Context: an optimization exercise on an open-source flow, tuned for small area, a short achievable clock period and few clock cycles per item. The choices shown serve that exercise and are no tape-out recipe.
RTL that was checked went through simulation tests only; none was proved equivalent to the original.
The RTL of runs 1 and 5 was laid out without a check of its function.
Power and IR drop assume default switching activity.

## design/flow/config.mk

```make
export PLATFORM = sky130hd
export DESIGN_NAME = gf_addsub_lanes
export DESIGN_NICKNAME = gf_addsub_lanes
export VERILOG_FILES = /design/flow/design.v
export SDC_FILE = /design/flow/constraint.sdc
export NUM_CORES = 4
export LEC_CHECK = 0
export CAP_MARGIN = 20
export CORE_MARGIN = 2
export CORE_UTILIZATION = 40
export CTS_BUF_LIST = sky130_fd_sc_hd__clkbuf_8
export GPL_TIMING_DRIVEN = 0
export SETUP_SLACK_MARGIN = 1.0
export SLEW_MARGIN = 20
```

## design/flow/constraint.sdc

```tcl
create_clock -name core_clock -period 5.5 [get_ports {i_clk}]
set_input_delay 1.1000 -clock core_clock [delete_from_list [all_inputs] [get_ports {i_clk}]]
set_output_delay 1.1000 -clock core_clock [all_outputs]
set_load 0.01 [all_outputs]
```

## design/flow/design.v

```verilog
module gf_addsub_lanes #(
    parameter int               WIDTH   = 32,
    parameter logic [WIDTH-1:0] MODULUS = 32'hec940e71,
    parameter int               LANES   = 4
) (
    input  logic                     i_clk,
    input  logic                     i_rst,
    input  logic                     i_valid,
    output logic                     o_ready,
    input  logic [1:0]               i_op,
    input  logic [LANES*WIDTH-1:0]   i_a,
    input  logic [LANES*WIDTH-1:0]   i_b,
    output logic                     o_valid,
    input  logic                     i_ready,
    output logic [LANES*WIDTH-1:0]   o_out,
    output logic [LANES-1:0]         o_err
);
    localparam int PREFIX_A = 0;
    localparam int PREFIX_B = 0;
    localparam int LOGW   = 5;   
    function automatic logic [WIDTH:0] carries(input logic [WIDTH-1:0] g,
                                               input logic [WIDTH-1:0] p,
                                               input logic             cin,
                                               input int               style);
        logic [WIDTH-1:0] gg, pp, gn, pn;
        gg    = g;
        pp    = p;
        gg[0] = g[0] | (p[0] & cin);
        if (style == 0) begin
            for (int l = 0; l < LOGW; l++) begin
                gn = gg;
                pn = pp;
                for (int i = 0; i < WIDTH; i++) begin
                    if ((i >> l) & 1) begin
                        gn[i] = gg[i] | (pp[i] & gg[((i >> l) << l) - 1]);
                        pn[i] = pp[i] & pp[((i >> l) << l) - 1];
                    end
                end
                gg = gn;
                pp = pn;
            end
        end else if (style == 1) begin
            for (int l = 0; l < LOGW; l++) begin
                for (int i = 0; i < WIDTH; i++) begin
                    if (((i + 1) % (2 << l)) == 0) begin
                        gg[i] = gg[i] | (pp[i] & gg[i - (1 << l)]);
                        pp[i] = pp[i] & pp[i - (1 << l)];
                    end
                end
            end
            for (int l = LOGW - 2; l >= 0; l--) begin
                for (int i = 0; i < WIDTH; i++) begin
                    if (((i + 1) % (2 << l)) == (1 << l) && i >= (2 << l)) begin
                        gg[i] = gg[i] | (pp[i] & gg[i - (1 << l)]);
                        pp[i] = pp[i] & pp[i - (1 << l)];
                    end
                end
            end
        end else begin
            for (int l = 0; l < LOGW; l++) begin
                gn = gg;
                pn = pp;
                for (int i = 0; i < WIDTH; i++) begin
                    if (i >= (1 << l)) begin
                        gn[i] = gg[i] | (pp[i] & gg[i - (1 << l)]);
                        pn[i] = pp[i] & pp[i - (1 << l)];
                    end
                end
                gg = gn;
                pp = pn;
            end
        end
        carries = {gg, cin};
    endfunction
    logic sub_c;
    assign sub_c = i_op[0] ^ i_op[1];
    logic [LANES-1:0][WIDTH-1:0] v_c;
    logic [LANES-1:0]            co_c;
    logic [LANES-1:0]            err_c;
    for (genvar k = 0; k < LANES; k++) begin : g_front
        logic [WIDTH-1:0] a, b, xx, yy;
        logic [WIDTH:0]   c1;
        assign a = i_a[k*WIDTH +: WIDTH];
        assign b = i_b[k*WIDTH +: WIDTH];
        assign err_c[k] = (a >= MODULUS) | ((b >= MODULUS) & ~i_op[1]);
        assign xx = a ^ {WIDTH{~(i_op[0] & ~i_op[1])}};
        assign yy = i_op[1] ? {WIDTH{i_op[0]}} : ~b;
        assign c1      = carries(xx & yy, xx ^ yy, 1'b1, PREFIX_A);
        assign v_c[k]  = xx ^ yy ^ c1[WIDTH-1:0];
        assign co_c[k] = c1[WIDTH] ^ ~sub_c;
    end
    logic [LANES-1:0][WIDTH-1:0] v_q;
    logic [LANES-1:0]            co_q;
    logic                        sub_q;
    assign o_ready = ~o_valid | i_ready;
    always_ff @(posedge i_clk) begin
        if (i_rst) begin
            o_valid <= 1'b0;
        end else if (o_ready) begin
            o_valid <= i_valid;
        end
    end
    always_ff @(posedge i_clk) begin
        if (o_ready) begin
            v_q   <= v_c;
            co_q  <= co_c;
            sub_q <= sub_c;
            o_err <= err_c;
        end
    end
    for (genvar k = 0; k < LANES; k++) begin : g_back
        logic [WIDTH-1:0] v, d;
        logic [WIDTH:0]   cw;
        logic             pick;
        assign v    = v_q[k];
        assign cw   = carries(v & MODULUS, v | MODULUS, 1'b0, PREFIX_B);
        assign d    = MODULUS ^ cw[WIDTH-1:0];
        assign pick = sub_q ? ~co_q[k] : (co_q[k] | ~cw[WIDTH]);
        assign o_out[k*WIDTH +: WIDTH] = v ^ {WIDTH{~sub_q}} ^ (d & {WIDTH{pick}});
    end
endmodule
```

## design/flow/flow/run.sh

```bash
#!/bin/bash
# Layout flow: the standard ORFS flow (standard.sh) with these changes:
#  - the ports get plain sky130_fd_sc_hd__buf_1 buffers instead of delay cells;
#  - if flow/abc.script exists, synthesis maps the logic with that ABC script in place
#    of ORFS's speed script (everything else in the synthesis is the standard flow's own script);
#  - settings in flow/env.sh (if any) are exported before the flow runs.
# Each tool's full output goes to the ORFS logs under orfs/logs; make's own output
# goes to flow_make.log here.
set -euo pipefail
W=$(pwd)
export BUFFER_PORTS_ARGS="-buffer_cell sky130_fd_sc_hd__buf_1"
if [[ -f flow/env.sh ]]; then source flow/env.sh; fi
SYN=$W/synth_recipe.tcl
if [[ -f flow/abc.script ]]; then
  cat > $W/flow_synth.tcl <<EOT
proc abc {args} {
  set i [lsearch -exact \$args -script]
  if {\$i >= 0} { lset args [expr {\$i + 1}] $W/flow/abc.script }
  yosys abc {*}\$args
}
source $W/synth_recipe.tcl
EOT
  SYN=$W/flow_synth.tcl
fi
sed "s#SYNTH_SCRIPT=$W/synth_recipe.tcl#SYNTH_SCRIPT=$SYN#" standard.sh > flow_standard.sh
bash flow_standard.sh > flow_make.log 2>&1
```

## design/flow/flow/env.sh

```bash
export REMOVE_ABC_BUFFERS=1
```

## design/flow/standard.sh

```bash
#!/bin/bash
# synth_recipe.tcl (not shown) runs the flow's synth.tcl, then flattens the netlist and writes it again
# the make line also repeats each setting of config.mk as NAME=value (left out here)
make -C /OpenROAD-flow-scripts/flow DESIGN_CONFIG=/design/flow/config.mk WORK_HOME=/design/flow/orfs CLKGATE_MAP_FILE= SYNTH_SCRIPT=/design/flow/synth_recipe.tcl "${@:-finish}"
```

==> impl_results.md, run 1 <==
- Status: no timing/DRC/antenna violations
- Root Buffer: clkbuf_8
- Post-synth EDFFs: 137
- Internal power: 4.453 mW
- CP startpoint: v_q[35]
- Ys async rst share: 0%
- Reg2reg start: o_valid
- Cell row count: 72
- Most Crowded Layer GR: met2
- Worst-path clk slew: 0.09 ns
- Layout cells sized above 1: 18.34%
- Vias in the first global route: 14,543
- Hold violation count in the final report: 0
- Total grt overflow: 0
- Power density over the cells: 386.3 mW/mm2
- Share of the synthesized area in the top cell type: 26.44%
- Leakage Power: 8.162 nW
- Endpoints failing setup: 0
- Wire length per cell: 17.96 um
- Gpl congestion: 0.8994
- Worst slew pin tran: 0.9410 ns
- Die Footprint: 0.04050 mm2
- DP HPWL: 36.05 mm
- Hold EP: o_valid
- Layout fillers: 3,606
- Later-pin clock latency in the skew report: 0.46 ns
- Worst hold path class: in -> reg
- Die height: 201.2 um
- Final net count: 2,630
- # H-tree levels: 4
- GR Util met2: 41.86%
- Area grow syn2layout: 32.42%
- Max-Cap Viols: 0
- Clock Skews: 0.01167 ns
- Setup ws final: 0.7459 ns
- DRC: 0
- Critical Path RT: 4.40 ns
- Reg2reg setup slack: 3.77 ns
- Seq/Total Area, Yosys: 26.57%
- CTS buffer count: 17
- Initial Utilization: 40.36%
- Synthesized area: 0.01556 mm2
- Seq pwr share: 25.2%
- Crit-path max FO: 3
- Max-Slew Margin vs Limit: 35.64%
- Final Util: 53.44%
- Cells on worst reg2reg path: 3
- Violation count after the first detailed-route iteration: 724
- Met3 Resource Use GR: 2.559%
- M1 GR Usage: 28.83%
- Setup WS pre-CTS: -1.534 ns
- Max-slew violation count: 0
- Worst setup EP type: output pin
- Vias per cell: 5.375
- Unrepaired setup endpoints after global routing: true
- CTS tree: yes
- Worst reg2reg path endpoint: v_q[13]
- First-pass GRT wire length: 75.55 mm
- Vias post-DR: 14,803
- Largest net degree at the start of global routing: 59
- Number of routed nets with antenna violations: 0
- Hold path depth: 2
- Net switching power: 3.507 mW
- CP Launch Type: register
- CTS max path bufs: 2
- Drt pass-1 iters: 4
- Initial antenna violation count: 1
- Yosys cell types: 73
- Hold Startpoint: i_rst
- Cell taking the most area after synthesis: edfxtp_1
- Synthesized area per cell: 8.933 um2
- Post-route clock period utilization: 86.44%
- Overall routed net length: 49.47 mm
- Width of the die: 201.2 um
- Maximum VDD drop: 167.1 uV
- Gr usage total: 23.29%
- Fmax: 210.3 MHz
- Final min period: 4.754 ns
- YS warnings: 1
- Placed cells: 2,605
- Non-filler instance count after layout: 2,754
- Yosys reg bits: 138
- Clock sink count: 138
- Clock share of power: 11.4%
- I/O Buffers: 395
- Comb pwr share: 63.4%
- Synth Flop Type: edfxtp_1
- Crit Path Class: reg -> out
- Net Sw Frac: 44.06%
- Synth top area cells: edfxtp_1, xnor2_1, ha_1
- Post-Synthesis Cells: 1,742
- Worst EP arrival: 3.65 ns
- Core ar.: 0.03856 mm2
- Boundary pin count: 396
[cell usage after synthesis, drive strengths merged (14+ instances only)]
cell / n
a21o: 40
a21oi: 191
and2: 16
buf: 20
clkbuf: 51
edfxtp: 137
fa: 20
ha: 125
inv: 71
mux2i: 61
nand2: 77
nand3: 63
nand4: 21
nor2: 136
nor2b: 28
nor3: 41
nor4: 20
o211ai: 15
o21a: 16
o21ai: 48
or3: 14
xnor2: 262
xor2: 124
[power groups by stage]
stage	clock network (mW)	registers, mW	logic [mW]
detailed placement	0	2.00	4.10
global route	0.978	2.05	5.46
CTS	0.937	1.98	4.68
floorplan	0	1.94	2.80
global placement	0	2.03	3.98
finish	0.908	2.01	5.05
[layout make-up]
type | count | area (um2) | share of cell area [%]
diodes | 1 | 2.502 | 0.01214
well taps | 518 | 648.1 | 3.145
repair buffers | 527 | 3289 | 15.96
clock inverters | 14 | 180.2 | 0.8744
multi-input cells | 1466 | 11820 | 57.35
clock buffers | 17 | 234.0 | 1.135
flip-flops and latches | 138 | 4134 | 20.06
inverters | 71 | 282.8 | 1.372
repair inverters | 2 | 17.52 | 0.08501
[layer usage]
layer  vias to the layer above  part of all wire (%)
met3                        69                   4.3
li1                       7222                     -
met1                      7114                    42
met4                         0                   3.1
met5                         -                     0
met2                       398                    50
[metrics by stage]
stage	TNS [ns]	hold WS, ns	total power [mW]	cell area [um2]
finish	0	0.7976	7.960	20610
floorplan	-447.05	1.169	4.739	15240
global placement	-1201.62	1.257	6.011	17370
global route	0	0.7642	8.497	20610
detailed placement	-49.43	0.8905	6.101	17860
CTS	0	0.7525	7.598	19650
[critical path, cell delays in order (launching register included)]
cell       delay (ns)
edfxtp_1         0.45
a41o_2           0.34
o311ai_4         0.31
a2111oi_4        0.14
o311a_1          0.41
o31a_2           0.32
or2_4            0.25
buf_4            0.14
buf_6            0.12
nor2_4           0.10
mux2_4           0.30
nand2_1          0.07
o311ai_1         0.08
buf_2            0.17
[cells in the final DEF, fill, tap and decap left out, types with 11 or more instances in the layout]
master    count
a21o_1       38
a21oi_1     181
a31oi_1      11
and2_1       14
buf_1       303
buf_16       16
buf_2        78
buf_4        89
buf_6        14
clkbuf_8     17
edfxtp_1    137
fa_1         17
ha_1        121
inv_1        70
mux2i_1      49
nand2_1      70
nand3_1      59
nand4_1      21
nor2_1      121
nor2b_1      27
nor3_1       37
nor4_1       18
o211ai_1     15
o21a_1       15
o21ai_0      35
xnor2_1     249
xnor2_2      11
xor2_1      120
[kinds of logic after synthesis]
group | count (synthesis) | share of synthesized area (%)
xor+xnor | 386 | 21.73
simple gates | 460 | 14.57
buf+inv | 142 | 3.803
flops | 138 | 26.57
fa+ha+maj | 145 | 12.62
mux | 64 | 4.141
compound gates | 407 | 16.57
[timing repair]
item,in CTS,in global routing
gates resized for setup,194,149
cloned,16,1
hold buffers,0,0
buffers inserted,56,44
setup endpoints to repair,231,156
pin swaps,51,93
[state kept, by name (all words and copies together) (netlist names)]
name     flops
v_q        128
co_q         4
o_err        4
o_valid      1
sub_q        1
[worst max path at each step]
stage	end	cells after the start
after global placement	co_q[2]	15
after global routing	o_out[58]	12
final	o_out[63]	13
after CTS	o_out[3]	12
after floorplan	co_q[2]	14
after detailed placement	co_q[2]	20
==> inputs of run 2 (changes only) <==
--- a/design/flow/design.v
+++ b/design/flow/design.v
@@ -18,3 +18,3 @@
     localparam int PREFIX_A = 0;
-    localparam int PREFIX_B = 0;
+    localparam int PREFIX_B = 2;
     localparam int LOGW   = 5;   
--- a/design/flow/config.mk
+++ b/design/flow/config.mk
@@ -12,3 +12,3 @@
 export GPL_TIMING_DRIVEN = 0
-export SETUP_SLACK_MARGIN = 1.0
+export SETUP_SLACK_MARGIN = 0.9
 export SLEW_MARGIN = 20
==> run 2 against run 1 <==
Non-clock buffer count shrank 94. Total power shrank 8.4%. Global-route usage shrank 2.0 points. Critical path type unchanged. Hold slack lost 0.026 ns. Flip-flop and latch count is the same. Via count shrank 3.9%. Clock power grew 1%. Cell count shrank 2.8%. Clock skew grew 0.0016 ns. Setup slack gained 0.31 ns. Die area grew 0.88%.
==> impl_results.md, run 2 <==
- Status: no timing/DRC/antenna violations (unchanged)
- Worst-path clk slew: 0.08 ns (was 0.09 ns)
- FF+latch area: 0.004134 mm2 (unchanged)
- Largest regs: v_q (128), co_q (4), o_err (4) (unchanged)
- Crit-path max FO: 5 (was 3)
- Most flops, register: v_q (unchanged)
- Vias post-DR: 14,230 (was 14,803)
- Final Cell Area: 0.01886 mm2 (was 0.02061 mm2)
- Leakage Power: 7.176 nW (was 8.162 nW)
- Net switching power: 3.360 mW (was 3.507 mW)
- Met1 wire length: 20.02 mm (was 20.95 mm)
- Unrepaired setup endpoints after global routing: true (unchanged)
- DP HPWL: 36.32 mm (was 36.05 mm)
- Pwr Total: 7.289 mW (was 7.960 mW)
- Die Footprint: 0.04085 mm2 (was 0.04050 mm2)
- Gpl congestion: 0.9004 (was 0.8994)
- CP Launch Type: register (unchanged)
- DR WL met2: 21.67 mm (was 24.89 mm)
- Non-filler instance count after layout: 2,678 (was 2,754)
- Post-Synthesis Cells: 1,754 (was 1,742)
- DRC: 0 (unchanged)
- Maximum VDD drop: 143.8 uV (was 167.1 uV)
- Die height: 202.1 um (was 201.2 um)
- CTS buffer count: 17 (unchanged)
- Post-synth EDFFs: 137 (unchanged)
- Initial Utilization: 40.53% (was 40.36%)
- Post-route clock period utilization: 80.75% (was 86.44%)
- Most frequent cells in the layout: buf_1, xnor2_1, a21oi_1 (unchanged)
- Layout fillers: 3,789 (was 3,606)
- CTS tree: yes (unchanged)
- TNS Setup: 0 ns (unchanged)
- Internal power: 3.929 mW (was 4.453 mW)
- Most instantiated cells after synthesis: xnor2_1, a21oi_1, edfxtp_1, xor2_1, ha_1 (was xnor2_1, a21oi_1, edfxtp_1, nor2_1, ha_1)
- Synth top area cells: edfxtp_1, xnor2_1, ha_1 (unchanged)
- Boundary pin count: 396 (unchanged)
- Hold violation count in the final report: 0 (unchanged)
- DR WL met3: 2.693 mm (was 2.103 mm)
- Layout cells sized above 1: 6.410% (was 18.34%)
- Fmax: 225.2 MHz (was 210.3 MHz)
- I/O Buffers: 395 (unchanged)
- Net Sw Frac: 46.10% (was 44.06%)
- Overall routed net length: 45.53 mm (was 49.47 mm)
- Comb pwr share: 59.6% (was 63.4%)
- Crit Path Class: reg -> out (unchanged)
- Number of routed nets with antenna violations: 0 (unchanged)
- Width of the die: 202.1 um (was 201.2 um)
- Count leader, synth: xnor2_1 (unchanged)
- Clock share of power: 12.6% (was 11.4%)
- Drt pass-1 iters: 5 (was 4)
- Share of the synthesized area in the top cell type: 26.20% (was 26.44%)
- Final net count: 2,547 (was 2,630)
- Power density over the cells: 386.4 mW/mm2 (was 386.3 mW/mm2)
- First-pass GRT wire length: 69.35 mm (was 75.55 mm)
- Largest net degree at the start of global routing: 86 (was 59)
- Hold path depth: 2 (unchanged)
- Cell taking the most area after synthesis: edfxtp_1 (unchanged)
- CTS max path bufs: 2 (unchanged)
- YS warnings: 1 (unchanged)
- Synthesized area: 0.01570 mm2 (was 0.01556 mm2)
- Max-Slew Margin vs Limit: 48.20% (was 35.64%)
- Max-slew violation count: 0 (unchanged)
- # H-tree levels: 4 (unchanged)
- Worst setup EP type: output pin (unchanged)
- Yosys cell types: 78 (was 73)
- Worst EP arrival: 3.34 ns (was 3.65 ns)
- Area grow syn2layout: 20.13% (was 32.42%)
- Max-Cap Viols: 0 (unchanged)
- Root Buffer: clkbuf_8 (unchanged)
- Top Metal Used: met5 (was met4)
- Area of the multi-input gates: 0.01122 mm2 (was 0.01182 mm2)
- Synthesized area per cell: 8.952 um2 (was 8.933 um2)
- Largest register FFs: 128 (unchanged)
- Vias per cell: 5.314 (was 5.375)
- Worst hold path class: in -> reg (unchanged)
- Violation count after the first detailed-route iteration: 682 (was 724)
- Endpoints failing setup: 0 (unchanged)
- Worst slew pin tran: 0.7574 ns (was 0.9410 ns)
- Core ar.: 0.03874 mm2 (was 0.03856 mm2)
- Clock sink count: 138 (unchanged)
- Final min period: 4.441 ns (was 4.754 ns)
- Cells on worst reg2reg path: 2 (was 3)
- Critical Path RT: 4.40 ns (about the same)
- Ys async rst share: 0% (unchanged)
- Seq pwr share: 27.8% (was 25.2%)
- Wire length per cell: 17.00 um (was 17.96 um)
- Dpl cell area: 0.01797 mm2 (was 0.01786 mm2)
- Seq/Total Area, Yosys: 26.33% (was 26.57%)
- Placed cells: 2,616 (was 2,605)
- Total grt overflow: 0 (unchanged)
- Commonest non-fill, non-tap cell in the layout: buf_1 (unchanged)
- Synth Flop Type: edfxtp_1 (unchanged)
- Clock Skews: 0.01322 ns (was 0.01167 ns)
- Cell row count: 72 (unchanged)
- Vias in the first global route: 13,540 (was 14,543)
- Gr usage total: 21.24% (was 23.29%)
- Later-pin clock latency in the skew report: 0.49 ns (was 0.46 ns)
- Initial antenna violation count: 9 (was 1)
- Yosys reg bits: 138 (unchanged)
[run 2: cell count changes after synthesis, moves of 9 or more]
cell	before	now
and2_1	16	7
nor2_1	136	113
nand3_1	63	52
xor2_1	124	133
a21oi_1	191	202
a21o_1	40	50
inv_1	70	80
mux2i_1	61	51
nor2b_1	28	15
[run 2: per-layer routing]
| metal | track usage (%) | up-vias |
|---|---|---|
| li1 | - | 7127 |
| met1 | 26.86 | 6677 |
| met2 | 35.87 | 363 |
| met3 | 4.708 | 59 |
| met4 | 7.117 | 4 |
| met5 | 0 | - |
[run 2: cell type report]
type | count | share of cell area, %
inverter | 82 | 1.698
sequential | 138 | 21.92
clock inverter | 15 | 0.9884
timing repair inverter | 2 | 0.09287
clock buffer | 17 | 1.240
tap | 518 | 3.436
antenna | 7 | 0.09287
timing repair buffer | 433 | 11.06
multi-input combinational | 1466 | 59.48
[run 2: logic make-up (layout without fill, tap and decap cells)]
kind of cell / count (synthesis) / in the layout / synth area share, %
AO/OA/AOI/OAI: 463 / 463 / 19.06
AND/OR/NAND/NOR: 404 / 404 / 12.76
XOR/XNOR: 403 / 403 / 22.48
buffers and inverters: 150 / 549 / 3.610
adder cells (fa/ha/maj): 145 / 145 / 12.51
flip-flops: 138 / 138 / 26.33
multiplexers: 51 / 51 / 3.251
other: 0 / 7 / 0
[run 2: power groups by stage]
stage                     registers (mW)  clock network [mW]  logic [mW]
after global placement              2.06                   0        4.13
after global routing                2.08               0.980        4.77
after CTS                           2.01               0.950        4.28
final                               2.02               0.918        4.35
after floorplan                     1.96                   0        2.90
after detailed placement            2.03                   0        4.22
[run 2: timing repair]
item | CTS | global route
buffers inserted | 7 | 11
pin swaps | 5 | 10
cloned | 1 | 4
endpoints found under the setup margin | 158 | 88
hold buffers | 0 | 0
resized for setup | 22 | 25
[run 2: path summary, 6_finish.rpt]
path | slack [ns] | endpoint | from
setup / recovery | 1.06 | o_out[65] | v_q[68]
hold / removal | 0.77 | o_valid | i_rst
setup reg to reg | 3.93 | v_q[65] | o_valid
hold reg to reg | 1.06 | o_valid | o_valid
[run 2: metrics by stage]
step,hold slack [ns],utilization (%),setup slack (ns)
floorplan,1.169,-,-4.125
global placement,1.262,45.37,-7.782
detailed placement,1.069,46.39,-0.7598
CTS,0.7121,47.84,0.8811
global route,0.7288,48.67,0.8575
finish,0.7712,48.69,1.059
[run 2: worst max-delay path: stages, from the launching register on]
cell       delay, ns
edfxtp_1        0.44
or2_2           0.35
o311ai_4        0.41
a21o_1          0.27
a2111oi_4       0.12
o21ai_2         0.29
a21oi_1         0.20
o31ai_2         0.38
xnor2_1         0.18
buf_1           0.20
Testbench counts of run 2, summed over its fixed seeds: cycles 12,008, items 12,000.
==> inputs of run 3 (changes only) <==
--- a/design/flow/config.mk
+++ b/design/flow/config.mk
@@ -12,3 +12,3 @@
 export GPL_TIMING_DRIVEN = 0
-export SETUP_SLACK_MARGIN = 0.9
+export SETUP_SLACK_MARGIN = 1.2
 export SLEW_MARGIN = 20
==> run 3 against run 2 <==
Combinational power up 9.7%. Clock-buffer cell count unchanged. Die area unchanged. First-iteration DRC count up 11%. Register-to-register slack about the same. Area after synthesis unchanged. Non-clock buffer count up 63. Largest power group unchanged. Fmax up 3.3%. Hold slack worse by 0.0026 ns. Core utilization up 2.8 points. Total power up 6.0%.
==> impl_results.md, run 3 <==
- TNS Setup: 0 ns (unchanged)
- Later-pin clock latency in the skew report: 0.50 ns (was 0.49 ns)
- Worst reg2reg path endpoint: v_q[65] (unchanged)
- Initial antenna violation count: 9 (unchanged)
- Worst-path clk slew: 0.08 ns (about the same)
- CP startpoint: v_q[36] (was v_q[68])
- Cts hold-fix bufs: 0 (unchanged)
- CP Launch Type: register (unchanged)
- Layout cells sized above 1: 12.67% (was 6.410%)
- # H-tree levels: 4 (unchanged)
- Commonest non-fill, non-tap cell in the layout: buf_1 (unchanged)
- Gr usage total: 21.85% (was 21.24%)
- Leakage Power: 7.709 nW (was 7.176 nW)
- Max-Cap Viols: 0 (unchanged)
- Cell taking the most area after synthesis: edfxtp_1 (unchanged)
- Worst setup EP type: output pin (unchanged)
- Endpoints failing setup: 0 (unchanged)
- Vias post-DR: 14,706 (was 14,230)
- Wire length per cell: 17.54 um (was 17.00 um)
- Max-slew violation count: 0 (unchanged)
- Die Footprint: 0.04085 mm2 (unchanged)
- Most flops, register: v_q (unchanged)
- Power density over the cells: 387.7 mW/mm2 (was 386.4 mW/mm2)
- Largest net degree at the start of global routing: 86 (unchanged)
- Root Buffer: clkbuf_8 (unchanged)
- Maximum VDD drop: 162.0 uV (was 143.8 uV)
- Fmax: 232.6 MHz (was 225.2 MHz)
- Seq/Total Area, Yosys: 26.33% (unchanged)
- Setup WS pre-CTS: -0.7598 ns (unchanged)
- Violation count after the first detailed-route iteration: 755 (was 682)
- Vias in the first global route: 13,837 (was 13,540)
- Post-route clock period utilization: 78.16% (was 80.75%)
- Most frequent cells in the layout: buf_1, xnor2_1, a21oi_1 (unchanged)
- Critical Path RT: 4.40 ns (about the same)
- Die height: 202.1 um (unchanged)
- Post-synth EDFFs: 137 (unchanged)
- DRC: 0 (unchanged)
- Share of the synthesized area in the top cell type: 26.20% (unchanged)
- CTS buffer count: 17 (unchanged)
- I/O Buffers: 395 (unchanged)
- Hold violation count in the final report: 0 (unchanged)
- Ys async rst share: 0% (unchanged)
- Core ar.: 0.03874 mm2 (unchanged)
- Most instantiated cells after synthesis: xnor2_1, a21oi_1, edfxtp_1, xor2_1, ha_1 (unchanged)
- Critical Path End: o_out[35] (was o_out[65])
- Yosys cell types: 78 (unchanged)
- FF+latch area: 0.004134 mm2 (unchanged)
- Boundary pin count: 396 (unchanged)
- Synthesized area: 0.01570 mm2 (unchanged)
- Area of the multi-input gates: 0.01165 mm2 (was 0.01122 mm2)
- CTS max path bufs: 2 (unchanged)
- Crit Path Class: reg -> out (unchanged)
- Area grow syn2layout: 26.95% (was 20.13%)
- Gpl congestion: 0.9004 (unchanged)
- Count leader, synth: xnor2_1 (unchanged)
- Worst slew pin tran: 1.040 ns (was 0.7574 ns)
- Reg2reg setup slack: 3.94 ns (was 3.93 ns)
- CTS tree: yes (unchanged)
- Final net count: 2,612 (was 2,547)
- YS warnings: 1 (unchanged)
- Crit-path max FO: 6 (was 5)
- First-pass GRT wire length: 71.19 mm (was 69.35 mm)
- Unrepaired setup endpoints after global routing: true (unchanged)
- Largest register FFs: 128 (unchanged)
- Vias per cell: 5.361 (was 5.314)
- Drt pass-1 iters: 5 (unchanged)
- Cells on worst reg2reg path: 2 (unchanged)
- Initial Utilization: 40.53% (unchanged)
- Yosys reg bits: 138 (unchanged)
- Worst hold path class: in -> reg (unchanged)
- Clock Skews: 0.01248 ns (was 0.01322 ns)
- Synth Flop Type: edfxtp_1 (unchanged)
- Synthesized area per cell: 8.952 um2 (unchanged)
- Cell row count: 72 (unchanged)
- Worst EP arrival: 3.20 ns (was 3.34 ns)
- Largest regs: v_q (128), co_q (4), o_err (4) (unchanged)
- Width of the die: 202.1 um (unchanged)
- Status: no timing/DRC/antenna violations (unchanged)
- Number of routed nets with antenna violations: 0 (unchanged)
- Clock sink count: 138 (unchanged)
- Setup ws final: 1.201 ns (was 1.059 ns)
- Synth top area cells: edfxtp_1, xnor2_1, ha_1 (unchanged)
- Final min period: 4.299 ns (was 4.441 ns)
- Max-Slew Margin vs Limit: 30.06% (was 48.20%)
- Total grt overflow: 0 (unchanged)
- DP HPWL: 36.32 mm (unchanged)
- Layout fillers: 3,700 (was 3,789)
- Post-Synthesis Cells: 1,754 (unchanged)
- Reg2reg start: o_valid (unchanged)
- Overall routed net length: 48.12 mm (was 45.53 mm)
## run 3: worst min-delay path by stage
stage,from,endpoint,slack [ns],depth (start not counted)
6_report,i_rst,o_valid,0.77,2
5_1_grt,i_rst,o_valid,0.74,2
4_1_cts,i_rst,o_valid,0.71,2
3_5_place_dp,o_valid,o_valid,1.07,2
3_3_place_gp,i_rst,o_valid,1.26,2
2_1_floorplan,i_rst,o_valid,1.17,1
## run 3: stage by stage
stage,power (mW),std cells,utilization [%],hold WS (ns),instance area (um2)
2_1_floorplan,4.866,1686,-,1.169,15440
3_3_place_gp,6.184,2599,45.37,1.262,17570
3_5_place_dp,6.248,2616,46.39,1.069,17970
4_1_cts,7.430,2688,49.15,0.7121,19040
5_1_grt,8.264,2740,51.44,0.7365,19930
6_report,7.727,2743,51.46,0.7686,19930
## run 3: layout make-up
type / instances / area share, %
Clock buffer: 17 / 1.174
Inverter: 82 / 1.676
Sequential cell: 138 / 20.74
Timing Repair Buffer: 496 / 13.61
Multi-Input combinational cell: 1468 / 58.43
Timing Repair inverter: 2 / 0.1004
Antenna cell: 7 / 0.08788
Tap cell: 518 / 3.252
Clock inverter: 15 / 0.9353
## run 3: cells by family after synthesis
kind of cell | after synthesis | synth area share, %
AO/OA/AOI/OAI | 463 | 19.06
XOR/XNOR | 403 | 22.48
adder cells (fa/ha/maj) | 145 | 12.51
buffers and inverters | 150 | 3.610
flip-flops | 138 | 26.33
multiplexers | 51 | 3.251
AND/OR/NAND/NOR | 404 | 12.76
## run 3: worst max-delay path, stage by stage (launching register included)
cell and delay [ns]:
edfxtp_1 0.38, or2_1 0.26, o311a_4 0.37, o41a_4 0.39, o21ai_4 0.24, a21boi_4 0.14
o21ai_4 0.28, buf_6 0.19, nand4_1 0.12, xnor2_1 0.18, buf_2 0.15
## run 3: power by group
part	total, mW	internal (mW)	switching [mW]
sequential	2.03	1.63	0.397
combinational	4.77	2.07	2.70
clock	0.922	0.487	0.435
## run 3: layer usage
layer / track usage, % / part of all wire, % / routed length, um / up-vias
met5: 0 / 0.054 / 26 / -
met4: 8.264 / 3.0 / 1425 / 4
met3: 4.789 / 5.7 / 2742 / 80
met2: 36.50 / 48 / 23020 / 404
met1: 27.63 / 43 / 20900 / 6954
li1: - / - / - / 7264
## run 3: repair_timing
| action | in CTS | in global routing |
|---|---|---|
| cloned | 3 | 7 |
| gates resized for setup | 65 | 113 |
| setup endpoints to repair | 210 | 110 |
| buffers inserted | 37 | 41 |
| pin swaps | 22 | 58 |
==> inputs of run 4 (changes only) <==
--- a/design/flow/config.mk
+++ b/design/flow/config.mk
@@ -12,3 +12,3 @@
 export GPL_TIMING_DRIVEN = 0
-export SETUP_SLACK_MARGIN = 1.2
+export SETUP_SLACK_MARGIN = 1.3
 export SLEW_MARGIN = 20
==> run 4 against run 3 <==
Still clean. Sequential share of layout area shrank 0.84 points. Total power grew 6.2%. Die area is the same. Wire length grew 5.6%. Cell count grew 0.95%. Clock skew shrank 0.0018 ns. Clock power is essentially flat. Sequential power grew 2%. Hold slack lost 0.0011 ns. First-iteration DRC count grew 0.13%. Highest routed layer unchanged.
==> impl_results.md, run 4 <==
- Synth Flop Type: edfxtp_1 (unchanged)
- Share of the synthesized area in the top cell type: 26.20% (unchanged)
- Worst-path clk slew: 0.08 ns (about the same)
- Boundary pin count: 396 (unchanged)
- Max-Cap Viols: 0 (unchanged)
- Number of routed nets with antenna violations: 0 (unchanged)
- Area of the multi-input gates: 0.01213 mm2 (was 0.01165 mm2)
- Final Util: 53.62% (was 51.46%)
- Max-Slew Margin vs Limit: 35.30% (was 30.06%)
- Commonest non-fill, non-tap cell in the layout: buf_1 (unchanged)
- Overall routed net length: 50.82 mm (was 48.12 mm)
- Worst hold path class: in -> reg (unchanged)
- CTS max path bufs: 2 (unchanged)
- Hold EP: o_valid (unchanged)
- Core ar.: 0.03874 mm2 (unchanged)
- Worst slew pin tran: 0.9616 ns (was 1.040 ns)
- Max-slew violation count: 0 (unchanged)
- Setup WS pre-CTS: -0.7598 ns (unchanged)
- Post-Synthesis Cells: 1,754 (unchanged)
- Gr usage total: 22.11% (was 21.85%)
- Hold path depth: 2 (unchanged)
- Critical-path cell list: and4_4 > o311ai_4 > a21o_1 > a2111oi_4 > buf_4 > o21ai_4 > buf_12 > a21o_2 > a21oi_1 > xor2_1 > buf_1 (was or2_1 > o311a_4 > o41a_4 > o21ai_4 > a21boi_4 > o21ai_4 > buf_6 > nand4_1 > xnor2_1 > buf_2)
- Most instantiated cells after synthesis: xnor2_1, a21oi_1, edfxtp_1, xor2_1, ha_1 (unchanged)
- Clock Skews: 0.01064 ns (was 0.01248 ns)
- Final net count: 2,637 (was 2,612)
- Most frequent cells in the layout: buf_1, xnor2_1, a21oi_1 (unchanged)
- Hold violation count in the final report: 0 (unchanged)
- CP Launch Type: register (unchanged)
- Reg2reg start: o_valid (unchanged)
- Final min period: 4.297 ns (was 4.299 ns)
- Crit Path Class: reg -> out (unchanged)
- DP HPWL: 36.32 mm (unchanged)
- Initial antenna violation count: 9 (unchanged)
- Layout cells sized above 1: 17.83% (was 12.67%)
- Area grow syn2layout: 32.29% (was 26.95%)
- Unrepaired setup endpoints after global routing: true (unchanged)
- Post-route clock period utilization: 78.13% (was 78.16%)
- Cts hold-fix bufs: 0 (unchanged)
- Synthesized area: 0.01570 mm2 (unchanged)
- Width of the die: 202.1 um (unchanged)
- Setup ws final: 1.203 ns (was 1.201 ns)
- I/O Buffers: 395 (unchanged)
- Layout fillers: 3,592 (was 3,700)
- Crit-path leading delay family: compound AO/OA/AOI/OAI gates (unchanged)
- Hold Startpoint: i_rst (unchanged)
- Endpoints failing setup: 0 (unchanged)
- Die height: 202.1 um (unchanged)
- Most flops, register: v_q (unchanged)
- Synth top area cells: edfxtp_1, xnor2_1, ha_1 (unchanged)
- DRC: 0 (unchanged)
- # H-tree levels: 4 (unchanged)
- Ys async rst share: 0% (unchanged)
- Largest net degree at the start of global routing: 86 (unchanged)
- Vias post-DR: 14,953 (was 14,706)
- Critical Path RT: 4.40 ns (about the same)
- CTS tree: yes (unchanged)
- Leakage Power: 8.109 nW (was 7.709 nW)
- Seq/Total Area, Yosys: 26.33% (unchanged)
- Crit-path max FO: 6 (unchanged)
- CP bufs+invs: 3 (was 2)
- WHS: 0.7676 ns (was 0.7686 ns)
- Drt pass-1 iters: 5 (unchanged)
- YS warnings: 1 (unchanged)
- Vias in the first global route: 13,963 (was 13,837)
- CTS buffer count: 17 (unchanged)
- Yosys reg bits: 138 (unchanged)
- Clock sink count: 138 (unchanged)
- Wire length per cell: 18.35 um (was 17.54 um)
- Largest regs: v_q (128), co_q (4), o_err (4) (unchanged)
- Violation count after the first detailed-route iteration: 756 (was 755)
- Worst reg2reg path endpoint: v_q[65] (unchanged)
- Power density over the cells: 394.9 mW/mm2 (was 387.7 mW/mm2)
- Peak per-stage delay on the critical path: 0.40 ns (was 0.39 ns)
- Synthesized area per cell: 8.952 um2 (unchanged)
- Crit path max-delay cell type: edfxtp_1 (was o41a_4)
- Gpl congestion: 0.9004 (unchanged)
- Dpl cell area: 0.01797 mm2 (unchanged)
- Reg2reg setup slack: 3.93 ns (was 3.94 ns)
- Largest register FFs: 128 (unchanged)
- Cell row count: 72 (unchanged)
- Final Cell Area: 0.02077 mm2 (was 0.01993 mm2)
- FF+latch area: 0.004134 mm2 (unchanged)
- Root Buffer: clkbuf_8 (unchanged)
- Yosys cell types: 78 (unchanged)
- First-pass GRT wire length: 72.11 mm (was 71.19 mm)
- Vias per cell: 5.400 (was 5.361)
- Worst setup EP type: output pin (unchanged)
- Die Footprint: 0.04085 mm2 (unchanged)
- Count leader, synth: xnor2_1 (unchanged)
- Total grt overflow: 0 (unchanged)
- Cell taking the most area after synthesis: edfxtp_1 (unchanged)
- Cells on worst reg2reg path: 2 (unchanged)
- Fmax: 232.7 MHz (was 232.6 MHz)
- Worst EP arrival: 3.20 ns (about the same)
- Post-synth EDFFs: 137 (unchanged)
- Later-pin clock latency in the skew report: 0.49 ns (was 0.50 ns)
- Maximum VDD drop: 150.3 uV (was 162.0 uV)
- Status: no timing/DRC/antenna violations (unchanged)
- Initial Utilization: 40.53% (unchanged)
run 4: cell counts after synthesis:
No cell type changed its count.
run 4: worst register-to-register path: stages, from the launching register on:
cell and delay, ns:
dfxtp_1 0.34, nand2b_4 0.53, buf_16 0.35
run 4: final cells by class:
class | instances | share of cell area (%)
Timing Repair inverter | 2 | 0.09638
Inverter | 82 | 1.608
Tap cell | 518 | 3.120
Antenna cell | 8 | 0.09638
Sequential cell | 138 | 19.90
Timing Repair Buffer | 518 | 14.78
Multi-Input combinational cell | 1471 | 58.38
Clock inverter | 15 | 0.8975
Clock buffer | 17 | 1.126
run 4: layer usage:
layer | up-vias | routed length (um) | global-route usage, %
li1 | 7315 | - | -
met1 | 7111 | 21750 | 28.17
met2 | 440 | 24510 | 37.04
met3 | 83 | 3040 | 4.724
met4 | 4 | 1494 | 7.795
met5 | - | 30 | 0
run 4: what timing repair did:
item                                    in CTS  in global routing
endpoints found under the setup margin     218                137
gates cloned                                 4                 13
buffers inserted                            44                 52
pin swaps                                   36                101
gates resized for setup                    113                213
run 4: cell families after synthesis:
| kind of cell | share of synthesized area (%) |
|---|---|
| flip-flops | 26.33 |
| adder cells (fa/ha/maj) | 12.51 |
| XOR/XNOR | 22.48 |
| buffers and inverters | 3.610 |
| AO/OA/AOI/OAI | 19.06 |
| AND/OR/NAND/NOR | 12.76 |
| multiplexers | 3.251 |
run 4: worst max-delay path by stage:
| stage | from | to | slack [ns] | cells past startpoint |
|---|---|---|---|---|
| after floorplan | i_op[1] | co_q[3] | -4.12 | 13 |
| after global placement | i_op[1] | co_q[3] | -7.78 | 14 |
| after detailed placement | i_op[1] | v_q[31] | -0.76 | 18 |
| after CTS | v_q[36] | o_out[60] | 1.15 | 10 |
| after global routing | v_q[65] | o_out[70] | 1.05 | 11 |
| final | v_q[65] | o_out[84] | 1.20 | 11 |
run 4: through the flow:
step / setup TNS (ns) / power [mW] / std cells
finish: 0 / 8.203 / 2769
global route: 0 / 8.720 / 2765
CTS: 0 / 7.558 / 2696
detailed placement: -15.30 / 6.248 / 2616
global placement: -1244.92 / 6.184 / 2599
floorplan: -439.35 / 4.866 / 1686
run 4: power breakdown:
| group | internal (mW) | total (mW) | switching (mW) |
|---|---|---|---|
| combinational | 2.34 | 5.21 | 2.87 |
| clock | 0.487 | 0.923 | 0.437 |
| sequential | 1.63 | 2.07 | 0.432 |
| total | 4.46 | 8.20 | 3.74 |
==> inputs of run 5 (changes only) <==
--- a/design/flow/design.v
+++ b/design/flow/design.v
@@ -17,3 +17,3 @@
 );
-    localparam int PREFIX_A = 0;
+    localparam int PREFIX_A = 2;
     localparam int PREFIX_B = 2;
==> run 5 against run 4 <==
Still clean on timing, DRC and antenna. Sequential power about the same. Total power grew 5.0%. Hold slack got worse by 0.016 ns. Register-to-register slack gained 0.05 ns. Critical path depth shrank 1. Final area up 6.3%.
==> impl_results.md, run 5 <==
- Status: no timing/DRC/antenna violations (unchanged)
- Ys async rst share: 0% (unchanged)
- YS warnings: 1 (unchanged)
- Area of the multi-input gates: 0.01357 mm2 (was 0.01213 mm2)
- Later-pin clock latency in the skew report: 0.51 ns (was 0.49 ns)
- Wire length per cell: 18.45 um (was 18.35 um)
- Largest register FFs: 128 (unchanged)
- DRC: 0 (unchanged)
- CTS buffer count: 17 (unchanged)
- Placed cells: 2,989 (was 2,616)
- Overall routed net length: 57.85 mm (was 50.82 mm)
- Critical Path RT: 4.40 ns (about the same)
- Synth Flop Type: edfxtp_1 (unchanged)
- I/O Buffers: 395 (unchanged)
- Gr usage total: 24.62% (was 22.11%)
- Cell row count: 76 (was 72)
- Synthesized area per cell: 8.357 um2 (was 8.952 um2)
- DP HPWL: 44.22 mm (was 36.32 mm)
- Largest regs: v_q (128), co_q (4), o_err (4) (unchanged)
- Width of the die: 212.2 um (was 202.1 um)
- DR WL met2: 27.62 mm (was 24.51 mm)
- Total grt overflow: 0 (unchanged)
- Number of routed nets with antenna violations: 0 (unchanged)
- Clock sink count: 138 (unchanged)
- Post-synth EDFFs: 137 (unchanged)
- Setup WS pre-CTS: -0.7382 ns (was -0.7598 ns)
- Synthesized area: 0.01734 mm2 (was 0.01570 mm2)
- Most frequent cells in the layout: xnor2_1, buf_1, a21oi_1 (was buf_1, xnor2_1, a21oi_1)
- Cell taking the most area after synthesis: edfxtp_1 (unchanged)
- Critical-path cell list: or2_1 > o311a_4 > o41a_1 > o31a_4 > a41oi_4 > buf_12 > nand2b_2 > nor3_2 > xnor2_1 > buf_2 (was and4_4 > o311ai_4 > a21o_1 > a2111oi_4 > buf_4 > o21ai_4 > buf_12 > a21o_2 > a21oi_1 > xor2_1 > buf_1)
- Maximum VDD drop: 197.6 uV (was 150.3 uV)
- Post-Synthesis Cells: 2,075 (was 1,754)
- Top Metal Used: met5 (unchanged)
- First-pass GRT wire length: 86.62 mm (was 72.11 mm)
- Violation count after the first detailed-route iteration: 854 (was 756)
- Leakage Power: 8.228 nW (was 8.109 nW)
- Max-Cap Viols: 0 (unchanged)
- Most flops, register: v_q (unchanged)
- Worst EP arrival: 3.16 ns (was 3.20 ns)
- Final net count: 2,924 (was 2,637)
- Vias post-DR: 17,253 (was 14,953)
- Worst setup EP type: output pin (unchanged)
- Endpoints failing setup: 0 (unchanged)
- # H-tree levels: 4 (unchanged)
- Fmax: 234.9 MHz (was 232.7 MHz)
- CTS max path bufs: 2 (unchanged)
- Layout fillers: 4,126 (was 3,592)
- Initial Utilization: 40.43% (was 40.53%)
- Commonest non-fill, non-tap cell in the layout: xnor2_1 (was buf_1)
- Dpl cell area: 0.01963 mm2 (was 0.01797 mm2)
- Final Cell Area: 0.02209 mm2 (was 0.02077 mm2)
- Max-Slew Margin vs Limit: 48.98% (was 35.30%)
- Seq/Total Area, Yosys: 23.84% (was 26.33%)
- Worst-path clk slew: 0.08 ns (about the same)
- Peak per-stage delay on the critical path: 0.40 ns (about the same)
- CTS tree: yes (unchanged)
- Cts hold-fix bufs: 0 (unchanged)
- Synth top area cells: edfxtp_1, xnor2_1, ha_1 (unchanged)
- Most instantiated cells after synthesis: xnor2_1, a21oi_1, edfxtp_1, nor2_1, ha_1 (was xnor2_1, a21oi_1, edfxtp_1, xor2_1, ha_1)
- Setup ws final: 1.242 ns (was 1.203 ns)
- Vias in the first global route: 16,290 (was 13,963)
- Count leader, synth: xnor2_1 (unchanged)
- Drt pass-1 iters: 5 (unchanged)
- Vias per cell: 5.503 (was 5.400)
- Worst hold path class: in -> reg (unchanged)
- DR WL met3: 3.891 mm (was 3.040 mm)
- Power density over the cells: 389.9 mW/mm2 (was 394.9 mW/mm2)
- Worst slew pin tran: 0.7573 ns (was 0.9616 ns)
- Boundary pin count: 396 (unchanged)
- Crit-path max FO: 9 (was 6)
- Final min period: 4.258 ns (was 4.297 ns)
- Initial antenna violation count: 18 (was 9)
- Clock Skews: 0.01534 ns (was 0.01064 ns)
- CP Launch Type: register (unchanged)
- Yosys reg bits: 138 (unchanged)
- Area grow syn2layout: 27.39% (was 32.29%)
- Largest net degree at the start of global routing: 52 (was 86)
- Non-filler instance count after layout: 3,135 (was 2,769)
- Share of the synthesized area in the top cell type: 23.72% (was 26.20%)
- Pwr Total: 8.614 mW (was 8.203 mW)
- Met1 wire length: 24.97 mm (was 21.75 mm)
- Root Buffer: clkbuf_8 (unchanged)
- FF+latch area: 0.004134 mm2 (unchanged)
- TNS Setup: 0 ns (unchanged)
- Gpl congestion: 0.9051 (was 0.9004)
- Crit Path Class: reg -> out (unchanged)
- Post-route clock period utilization: 77.41% (was 78.13%)
- Hold violation count in the final report: 0 (unchanged)
- Yosys cell types: 78 (unchanged)
- Die Footprint: 0.04503 mm2 (was 0.04085 mm2)
- Unrepaired setup endpoints after global routing: true (unchanged)
- Core ar.: 0.04289 mm2 (was 0.03874 mm2)
- Crit-path leading delay family: compound AO/OA/AOI/OAI gates (unchanged)
- Crit path max-delay cell type: edfxtp_1 (unchanged)
- CP bufs+invs: 2 (was 3)
- Max-slew violation count: 0 (unchanged)
- Die height: 212.2 um (was 202.1 um)
- Layout cells sized above 1: 13.65% (was 17.83%)
[run 5: cell count changes in the layout (fill, tap and decap cells not counted), sizes merged, moves of 24 or more]
cell	delta
xnor2	+115
a21oi	+66
nand2	+48
mux2i	-47
o21ai	+36
xor2	-36
inv	-34
nor2	+24
[run 5: cells by family after synthesis]
| logic type | after synthesis | synth area share, % |
|---|---|---|
| buf+inv | 132 | 2.908 |
| simple gates | 552 | 15.92 |
| xor+xnor | 482 | 24.35 |
| flops | 138 | 23.84 |
| fa+ha+maj | 133 | 9.770 |
| mux | 4 | 0.2309 |
| compound gates | 634 | 22.98 |
[run 5: metal layers]
| layer | global-route usage, % | vias up |
|---|---|---|
| met4 | 7.331 | 24 |
| met1 | 30.66 | 8125 |
| li1 | - | 8516 |
| met5 | 0 | - |
| met2 | 42.19 | 499 |
| met3 | 5.864 | 89 |
[run 5: worst paths after layout]
check / startpoint / end / slack, ns / cells past startpoint
min: i_rst / o_valid / 0.75 / 2
max reg2reg: o_valid / v_q[30] / 3.98 / 2
max: v_q[100] / o_out[107] / 1.24 / 10
min reg2reg: o_valid / v_q[98] / 1.06 / 1
[run 5: final cells by class]
| cell class | count | share of cell area, % |
|---|---|---|
| Antenna cell | 8 | 0.09063 |
| Clock buffer | 17 | 1.059 |
| Clock inverter | 15 | 0.7477 |
| Inverter | 47 | 0.9176 |
| Multi-Input combinational cell | 1806 | 61.42 |
| Sequential cell | 138 | 18.71 |
| Tap cell | 585 | 3.314 |
| Timing Repair Buffer | 517 | 13.64 |
| Timing Repair inverter | 2 | 0.09063 |
[run 5: what timing repair did]
item | CTS | global route
cloned | 9 | 1
endpoints found under the setup margin | 224 | 119
pin swaps | 29 | 55
buffers inserted | 53 | 43
gates resized for setup | 130 | 129
[run 5: where the power goes]
part | switching, mW | internal (mW)
Combinational | 3.16 | 2.55
Sequential | 0.393 | 1.65
Clock | 0.463 | 0.408
[run 5: through the flow]
| step | utilization [%] | hold WS (ns) |
|---|---|---|
| after floorplan | - | 1.169 |
| after global placement | 44.83 | 1.254 |
| after detailed placement | 45.78 | 1.061 |
| after CTS | 49.39 | 0.7019 |
| after global routing | 51.48 | 0.7248 |
| final | 51.51 | 0.7519 |
==> inputs of run 6 (changes only) <==
--- a/design/flow/design.v
+++ b/design/flow/design.v
@@ -17,3 +17,3 @@
 );
-    localparam int PREFIX_A = 2;
+    localparam int PREFIX_A = 0;
     localparam int PREFIX_B = 2;
--- a/design/flow/config.mk
+++ b/design/flow/config.mk
@@ -12,3 +12,3 @@
 export GPL_TIMING_DRIVEN = 0
-export SETUP_SLACK_MARGIN = 1.3
+export SETUP_SLACK_MARGIN = 1.0
 export SLEW_MARGIN = 20
==> run 6 against run 5 <==
Still clean. Flip-flop and latch count stayed put. Combinational power is 23% lower. First-iteration DRC count is 26% lower. Final area is 14% lower. Critical path depth is 1 higher. Global-route usage is 3.1 points lower. Non-clock buffer count is 78 lower. Fmax is 3.2% lower. Total power is 15% lower. Cell count is 14% lower. Critical path type unchanged. Critical endpoint is now o_out[37]. Largest cell class unchanged. Largest power group unchanged. Highest routed layer unchanged.
==> impl_results.md, run 6 <==
- Status: no timing/DRC/antenna violations (unchanged)
- Post-Synthesis Cells: 1,754 (was 2,075)
- Die Footprint: 0.04085 mm2 (was 0.04503 mm2)
- Root Buffer: clkbuf_8 (unchanged)
- Met3 Resource Use GR: 4.708% (was 5.864%)
- Unrepaired setup endpoints after global routing: true (unchanged)
- # H-tree levels: 4 (unchanged)
- DP HPWL: 36.32 mm (was 44.22 mm)
- Crit Path Class: reg -> out (unchanged)
- Max-Slew Margin vs Limit: 48.18% (was 48.98%)
- Vias in the first global route: 13,638 (was 16,290)
- Most instantiated cells after synthesis: xnor2_1, a21oi_1, edfxtp_1, xor2_1, ha_1 (was xnor2_1, a21oi_1, edfxtp_1, nor2_1, ha_1)
- Synthesized area per cell: 8.952 um2 (was 8.357 um2)
- Largest family of logic cells by synthesized area: XOR/XNOR gates (unchanged)
- I/O Buffers: 395 (unchanged)
- GR Util met2: 36.09% (was 42.19%)
- Post-route clock period utilization: 79.96% (was 77.41%)
- Setup ws final: 1.102 ns (was 1.242 ns)
- Cell taking the most area after synthesis: edfxtp_1 (unchanged)
- CTS max path bufs: 2 (unchanged)
- Largest regs: v_q (128), co_q (4), o_err (4) (unchanged)
- Yosys reg bits: 138 (unchanged)
- Width of the die: 202.1 um (was 212.2 um)
- Initial Utilization: 40.53% (was 40.43%)
- Area grow syn2layout: 21.01% (was 27.39%)
- Synth Flop Type: edfxtp_1 (unchanged)
- Number of routed nets with antenna violations: 0 (unchanged)
- Cts hold-fix bufs: 0 (unchanged)
- Largest net degree at the start of global routing: 86 (was 52)
- CP Launch Type: register (unchanged)
- Boundary pin count: 396 (unchanged)
- Cell row count: 72 (was 76)
- Post-synthesis mux area share: 3.251% (was 0.2309%)
- WHS: 0.7633 ns (was 0.7519 ns)
- Worst hold path class: in -> reg (unchanged)
- DRC: 0 (unchanged)
- Vias post-DR: 14,290 (was 17,253)
- Most Crowded Layer GR: met2 (unchanged)
- Gpl congestion: 0.9004 (was 0.9051)
- Final min period: 4.398 ns (was 4.258 ns)
- Fmax: 227.4 MHz (was 234.9 MHz)
- Hold violation count in the final report: 0 (unchanged)
- Setup WS pre-CTS: -0.7598 ns (was -0.7382 ns)
- Worst-path clk slew: 0.08 ns (about the same)
- Post-synth EDFFs: 137 (unchanged)
- Largest register FFs: 128 (unchanged)
- Synth Area in Compound Gates: 19.06% (was 22.98%)
- Wire length per cell: 17.01 um (was 18.45 um)
- Ys async rst share: 0% (unchanged)
- Critical Path RT: 4.40 ns (about the same)
- Vias per cell: 5.326 (was 5.503)
- Layout cells sized above 1: 7.136% (was 13.65%)
- Pwr Total: 7.349 mW (was 8.614 mW)
- Reg2reg setup slack: 3.93 ns (was 3.98 ns)
- Worst setup EP type: output pin (unchanged)
- Power density over the cells: 386.8 mW/mm2 (was 389.9 mW/mm2)
- Most frequent cells in the layout: buf_1, xnor2_1, a21oi_1 (was xnor2_1, buf_1, a21oi_1)
- CTS tree: yes (unchanged)
- Share of the synthesized area in the top cell type: 26.20% (was 23.72%)
- Overall routed net length: 45.65 mm (was 57.85 mm)
- XOR/XNOR Fraction of Synth Area: 22.48% (was 24.35%)
- Max-Cap Viols: 0 (unchanged)
- Count leader, synth: xnor2_1 (unchanged)
- Core ar.: 0.03874 mm2 (was 0.04289 mm2)
- Final net count: 2,552 (was 2,924)
- Drt pass-1 iters: 7 (was 5)
- Worst EP arrival: 3.30 ns (was 3.16 ns)
- Max-slew violation count: 0 (unchanged)
- YS warnings: 1 (unchanged)
- Total grt overflow: 0 (unchanged)
- Endpoints failing setup: 0 (unchanged)
- Post-Synth Adder-Cell Area: 12.51% (was 9.770%)
- Seq/Total Area, Yosys: 26.33% (was 23.84%)
- Crit-path max FO: 7 (was 9)
- Worst slew pin tran: 0.7577 ns (was 0.7573 ns)
- Gr usage total: 21.49% (was 24.62%)
- Commonest non-fill, non-tap cell in the layout: buf_1 (was xnor2_1)
- Initial antenna violation count: 9 (was 18)
- CTS buffer count: 17 (unchanged)
- First-pass GRT wire length: 69.97 mm (was 86.62 mm)
- Maximum VDD drop: 150.8 uV (was 197.6 uV)
- Die height: 202.1 um (was 212.2 um)
- Most flops, register: v_q (unchanged)
- Clock sink count: 138 (unchanged)
- Non-filler instance count after layout: 2,683 (was 3,135)
- Synth top area cells: edfxtp_1, xnor2_1, ha_1 (unchanged)
- Post-synthesis simple-gate area fraction: 12.76% (was 15.92%)
- Later-pin clock latency in the skew report: 0.50 ns (was 0.51 ns)
- Violation count after the first detailed-route iteration: 634 (was 854)
- Leakage Power: 7.233 nW (was 8.228 nW)
- Clock Skews: 0.01140 ns (was 0.01534 ns)
- Synthesized area: 0.01570 mm2 (was 0.01734 mm2)
- M1 GR Usage: 27.34% (was 30.66%)
- Final Util: 49.05% (was 51.51%)
- Placed cells: 2,616 (was 2,989)
- Yosys cell types: 78 (unchanged)
==> run 6: changes by cell type after synthesis, moves of 12 or more <==
cell,previous run,this run
nand3_1,69,52
xor2_1,97,133
inv_1,46,80
a21oi_1,271,202
nor2_1,137,113
a21o_1,70,50
fa_1,4,20
o21ai_0,95,56
nand2_1,122,74
buf_1,21,9
mux2i_1,4,51
xnor2_1,385,270
==> run 6: cell families after synthesis <==
group	count (synthesis)
AOI/OAI and AO/OA	463
xor gates and xnor gates	403
adders and majority gates	145
buffers and inverters	150
DFF	138
muxes	51
and+or+nand+nor	404
==> run 6: critical path: stages, from the launching register on <==
cell and delay, ns:
edfxtp_1 0.44, and4_1 0.25, o311a_4 0.40, o41a_4 0.40
o21ai_4 0.24, a21boi_2 0.17, o21ai_4 0.22, buf_4 0.19
nand2_1 0.08, nor2_1 0.12, xnor2_1 0.13, buf_1 0.16
==> run 6: cell type report <==
| class | instances | area, um2 |
|---|---|---|
| repair inverters | 1 | 11.26 |
| clock buffers | 17 | 234.0 |
| inverters | 82 | 334.1 |
| fillers | 3782 | 19740 |
| repair buffers | 439 | 2145 |
| diodes | 7 | 17.52 |
| well taps | 518 | 648.1 |
| multi-input cells | 1466 | 11290 |
| clock inverters | 15 | 186.4 |
| flip-flops and latches | 138 | 4134 |
==> run 6: layer usage <==
metal,share of wire [%],wire length (um),vias to the layer above
li1,-,-,7132
met1,44,20170,6740
met2,48,21740,353
met3,5.7,2604,61
met4,2.4,1104,4
met5,0.057,26,-
==> run 6: path summary, 6_finish.rpt <==
kind | from | endpoint | cells past startpoint
max | v_q[33] | o_out[37] | 11
min | i_rst | o_valid | 2
max reg2reg | o_valid | v_q[75] | 2
min reg2reg | o_valid | o_valid | 2
==> run 6: report_power, final <==
| part | internal (mW) | total (mW) | switching [mW] |
|---|---|---|---|
| sequential | 1.63 | 2.02 | 0.390 |
| clock | 0.487 | 0.921 | 0.434 |
| combinational | 1.84 | 4.40 | 2.56 |
==> run 6: stage by stage <==
step                 TNS, ns  instance area, um2
global placement    -1244.92               17570
global route               0               18990
floorplan            -439.35               15440
finish                     0               19000
CTS                        0               18690
detailed placement    -15.30               17970
==> run 6: timing repair <==
action	in CTS	in global routing
pin swaps	8	18
endpoints found under the setup margin	170	109
setup buffers	12	13
gates resized for setup	31	35
cloned	2	1
hold endpoints to repair	0	0
Testbench counts of run 6, summed over its fixed seeds: cycles 12,008, items 12,000.
==> inputs of run 7 (changes only) <==
--- a/design/flow/config.mk
+++ b/design/flow/config.mk
@@ -9,6 +9,6 @@
 export CORE_MARGIN = 2
-export CORE_UTILIZATION = 40
+export CORE_UTILIZATION = 55
 export CTS_BUF_LIST = sky130_fd_sc_hd__clkbuf_8
 export GPL_TIMING_DRIVEN = 0
-export SETUP_SLACK_MARGIN = 1.0
+export SETUP_SLACK_MARGIN = 1.1
 export SLEW_MARGIN = 20
==> run 7 against run 6 <==
Non-clock buffer count grew 15. Die area shrank 27%. Sequential power is essentially flat. Largest power group unchanged. Largest cell class unchanged. Global-route usage grew 6.9 points. Clock skew grew 0.0064 ns.
==> impl_results.md, run 7 <==
- Boundary pin count: 396 (unchanged)
- Number of routed nets with antenna violations: 0 (unchanged)
- Layout fillers: 2,424 (was 3,782)
- Violation count after the first detailed-route iteration: 861 (was 634)
- Drt pass-1 iters: 8 (was 7)
- Reg2reg start: o_valid (unchanged)
- Commonest non-fill, non-tap cell in the layout: buf_1 (unchanged)
- Vias in the first global route: 13,879 (was 13,638)
- Final Util: 68.64% (was 49.05%)
- DP HPWL: 34.38 mm (was 36.32 mm)
- CTS tree: yes (unchanged)
- I/O Buffers: 395 (unchanged)
- Maximum VDD drop: 171.8 uV (was 150.8 uV)
- Initial antenna violation count: 9 (unchanged)
- Synth top area cells: edfxtp_1, xnor2_1, ha_1 (unchanged)
- Synthesized area per cell: 8.952 um2 (unchanged)
- Dpl cell area: 0.01781 mm2 (was 0.01797 mm2)
- Setup WS pre-CTS: -0.6499 ns (was -0.7598 ns)
- Gr usage total: 28.39% (was 21.49%)
- Root Buffer: clkbuf_8 (unchanged)
- Reg2reg setup slack: 3.98 ns (was 3.93 ns)
- Die height: 173.0 um (was 202.1 um)
- Final min period: 4.359 ns (was 4.398 ns)
- Leakage Power: 7.416 nW (was 7.233 nW)
- Post-route clock period utilization: 79.26% (was 79.96%)
- Core ar.: 0.02793 mm2 (was 0.03874 mm2)
- Hold Startpoint: i_rst (unchanged)
- TNS Setup: 0 ns (unchanged)
- Total grt overflow: 0 (unchanged)
- Hold path depth: 2 (unchanged)
- Fmax: 229.4 MHz (was 227.4 MHz)
- Non-filler instance count after layout: 2,562 (was 2,683)
- CTS max path bufs: 2 (unchanged)
- Worst setup EP type: output pin (unchanged)
- Hold violation count in the final report: 0 (unchanged)
- Cell row count: 61 (was 72)
- Most instantiated cells after synthesis: xnor2_1, a21oi_1, edfxtp_1, xor2_1, ha_1 (unchanged)
- Critical Path RT: 4.40 ns (about the same)
- Most Crowded Layer GR: met2 (unchanged)
- Worst EP arrival: 3.26 ns (was 3.30 ns)
- Synthesized area: 0.01570 mm2 (unchanged)
- Wire length per cell: 17.60 um (was 17.01 um)
- Width of the die: 173.0 um (was 202.1 um)
- Cts hold-fix bufs: 0 (unchanged)
- Yosys reg bits: 138 (unchanged)
- Hold EP: o_valid (unchanged)
- Count leader, synth: xnor2_1 (unchanged)
- Seq/Total Area, Yosys: 26.33% (unchanged)
- Die Footprint: 0.02992 mm2 (was 0.04085 mm2)
- Clock Skews: 0.01781 ns (was 0.01140 ns)
- Layout cells sized above 1: 8.778% (was 7.136%)
- Gpl congestion: 0.9192 (was 0.9004)
- Status: no timing/DRC/antenna violations (unchanged)
- Clock sink count: 138 (unchanged)
- DRC: 0 (unchanged)
- YS warnings: 1 (unchanged)
- Met3 Resource Use GR: 6.201% (was 4.708%)
- Area grow syn2layout: 22.11% (was 21.01%)
- Synth Flop Type: edfxtp_1 (unchanged)
- Largest register FFs: 128 (unchanged)
- Max-Cap Viols: 0 (unchanged)
- Unrepaired setup endpoints after global routing: true (unchanged)
- Post-Synthesis Cells: 1,754 (unchanged)
- Max-slew violation count: 0 (unchanged)
- Initial Utilization: 56.21% (was 40.53%)
- Overall routed net length: 45.08 mm (was 45.65 mm)
- Final Cell Area: 0.01917 mm2 (was 0.01900 mm2)
- CTS buffer count: 17 (unchanged)
- Vias post-DR: 14,465 (was 14,290)
- Largest regs: v_q (128), co_q (4), o_err (4) (unchanged)
- Most frequent cells in the layout: buf_1, xnor2_1, a21oi_1 (unchanged)
- Vias per cell: 5.646 (was 5.326)
- Worst slew pin tran: 0.9845 ns (was 0.7577 ns)
- Setup ws final: 1.141 ns (was 1.102 ns)
- Worst hold path class: in -> reg (unchanged)
- Final net count: 2,570 (was 2,552)
- Cell taking the most area after synthesis: edfxtp_1 (unchanged)
- Power density over the cells: 385.5 mW/mm2 (was 386.8 mW/mm2)
- Crit-path max FO: 7 (unchanged)
- Largest net degree at the start of global routing: 82 (was 86)
- Ys async rst share: 0% (unchanged)
- CP Launch Type: register (unchanged)
- # H-tree levels: 4 (unchanged)
- M1 GR Usage: 34.68% (was 27.34%)
- Worst-path clk slew: 0.10 ns (was 0.08 ns)
- Later-pin clock latency in the skew report: 0.48 ns (was 0.50 ns)
- Post-synth EDFFs: 137 (unchanged)
- Yosys cell types: 78 (unchanged)
- Cells on worst reg2reg path: 2 (unchanged)
- GR Util met2: 49.18% (was 36.09%)
- Endpoints failing setup: 0 (unchanged)
- First-pass GRT wire length: 68.52 mm (was 69.97 mm)
- Placed cells: 2,477 (was 2,616)
- Most flops, register: v_q (unchanged)
- Share of the synthesized area in the top cell type: 26.20% (unchanged)
- Worst reg2reg path endpoint: v_q[56] (was v_q[75])
- Crit Path Class: reg -> out (unchanged)
- Max-Slew Margin vs Limit: 34.29% (was 48.18%)
-- run 7: report_power, final --
part	total (mW)	switching, mW	leakage [nW]	internal (mW)
Sequential	2.03	0.393	1.43	1.63
Clock	0.893	0.473	0.204	0.420
Combinational	4.47	2.58	5.78	1.89
-- run 7: metrics by stage --
| step | total power [mW] | hold slack, ns |
|---|---|---|
| global placement | 6.111 | 1.251 |
| global route | 7.919 | 0.7606 |
| detailed placement | 6.197 | 1.043 |
| CTS | 7.223 | 0.7435 |
| floorplan | 4.866 | 1.169 |
| finish | 7.392 | 0.7582 |
-- run 7: worst max-delay path by stage --
stage	start	end	slack, ns	depth (start not counted)
2_1_floorplan	i_op[1]	co_q[3]	-4.12	13
3_5_place_dp	i_op[1]	co_q[3]	-0.65	17
5_1_grt	v_q[68]	o_out[65]	1.04	9
3_3_place_gp	i_op[1]	co_q[3]	-7.40	14
6_report	v_q[68]	o_out[65]	1.14	9
4_1_cts	v_q[65]	o_out[65]	1.10	9
-- run 7: kinds of logic after synthesis --
| kind of cell | share of synthesized area [%] |
|---|---|
| compound gates | 19.06 |
| xor+xnor | 22.48 |
| fa+ha+maj | 12.51 |
| buf+inv | 3.610 |
| flops | 26.33 |
| mux | 3.251 |
| simple gates | 12.76 |
-- run 7: per-layer routing --
metal / wire [um] / vias to the layer above / share of wire, %
li1: - / 7193 / -
met1: 18530 / 6711 / 41
met2: 21790 / 475 / 48
met3: 3340 / 82 / 7.4
met4: 1399 / 4 / 3.1
met5: 26 / - / 0.058
-- run 7: cell type report --
cell class | count | area (um2) | share of cell area (%)
Sequential cell | 138 | 4134 | 21.56
Tap cell | 378 | 473.0 | 2.467
Multi-Input combinational cell | 1468 | 11390 | 59.41
Timing Repair Buffer | 454 | 2405 | 12.54
Clock inverter | 15 | 175.2 | 0.9136
Antenna cell | 8 | 20.02 | 0.1044
Inverter | 82 | 324.1 | 1.690
Timing Repair inverter | 2 | 17.52 | 0.09136
Clock buffer | 17 | 234.0 | 1.220
-- run 7: worst max-delay path, cell delays in order (launching register included) --
cell	delay [ns]
edfxtp_1	0.45
or2_2	0.35
o311ai_4	0.43
a21o_1	0.27
a2111oi_4	0.13
o21ai_4	0.31
a21oi_2	0.19
o31ai_2	0.27
xnor2_1	0.15
buf_1	0.24
-- run 7: what timing repair did --
action                     in CTS  in global routing
gates cloned                    5                  5
gates resized for setup        36                 53
pin swaps                      11                 21
setup endpoints to repair     179                115
setup buffers                  16                 19

[re-timing with driven ports]
In the flow no input, the clock included, has a driving cell. The finished layouts below were timed again as built, in two steps.
Step 1 sets driving cells, clkbuf_16 on the clock port and buf_2 on the other inputs (assumed; they add their load-dependent delay and slew).
Step 2 times the ports against the registers' clock, not the clock port: input delays grow and output delays shrink by t, the midpoint of the rising clock arrivals with the driver on.
Slacks: no drivers / after step 1 / after step 2; pairs: no drivers / after step 1.
run	t, ns	slack for setup (ns)	worst setup path at the end	cell pins on the clock port's net
run 1	0.487	0.746 / 0.707 / 0.440	input to register	1
run 2	0.526	1.059 / 1.014 / 0.561	input to register	1
run 3	0.530	1.201 / 1.157 / 0.792	input to register	1
run 4	0.531	1.203 / 1.156 / 0.776	input to register	1
run 5	0.552	1.242 / 1.189 / 0.769	input to register	1
run 6	0.530	1.102 / 1.058 / 0.568	input to register	1
run 7	0.517	1.141 / 1.091 / 0.707	input to register	1
After both steps every run listed still meets setup and hold. For run 6, which loses most, drivers alone change the setup slack by -0.044 ns; drivers and shift together by -0.534 ns.
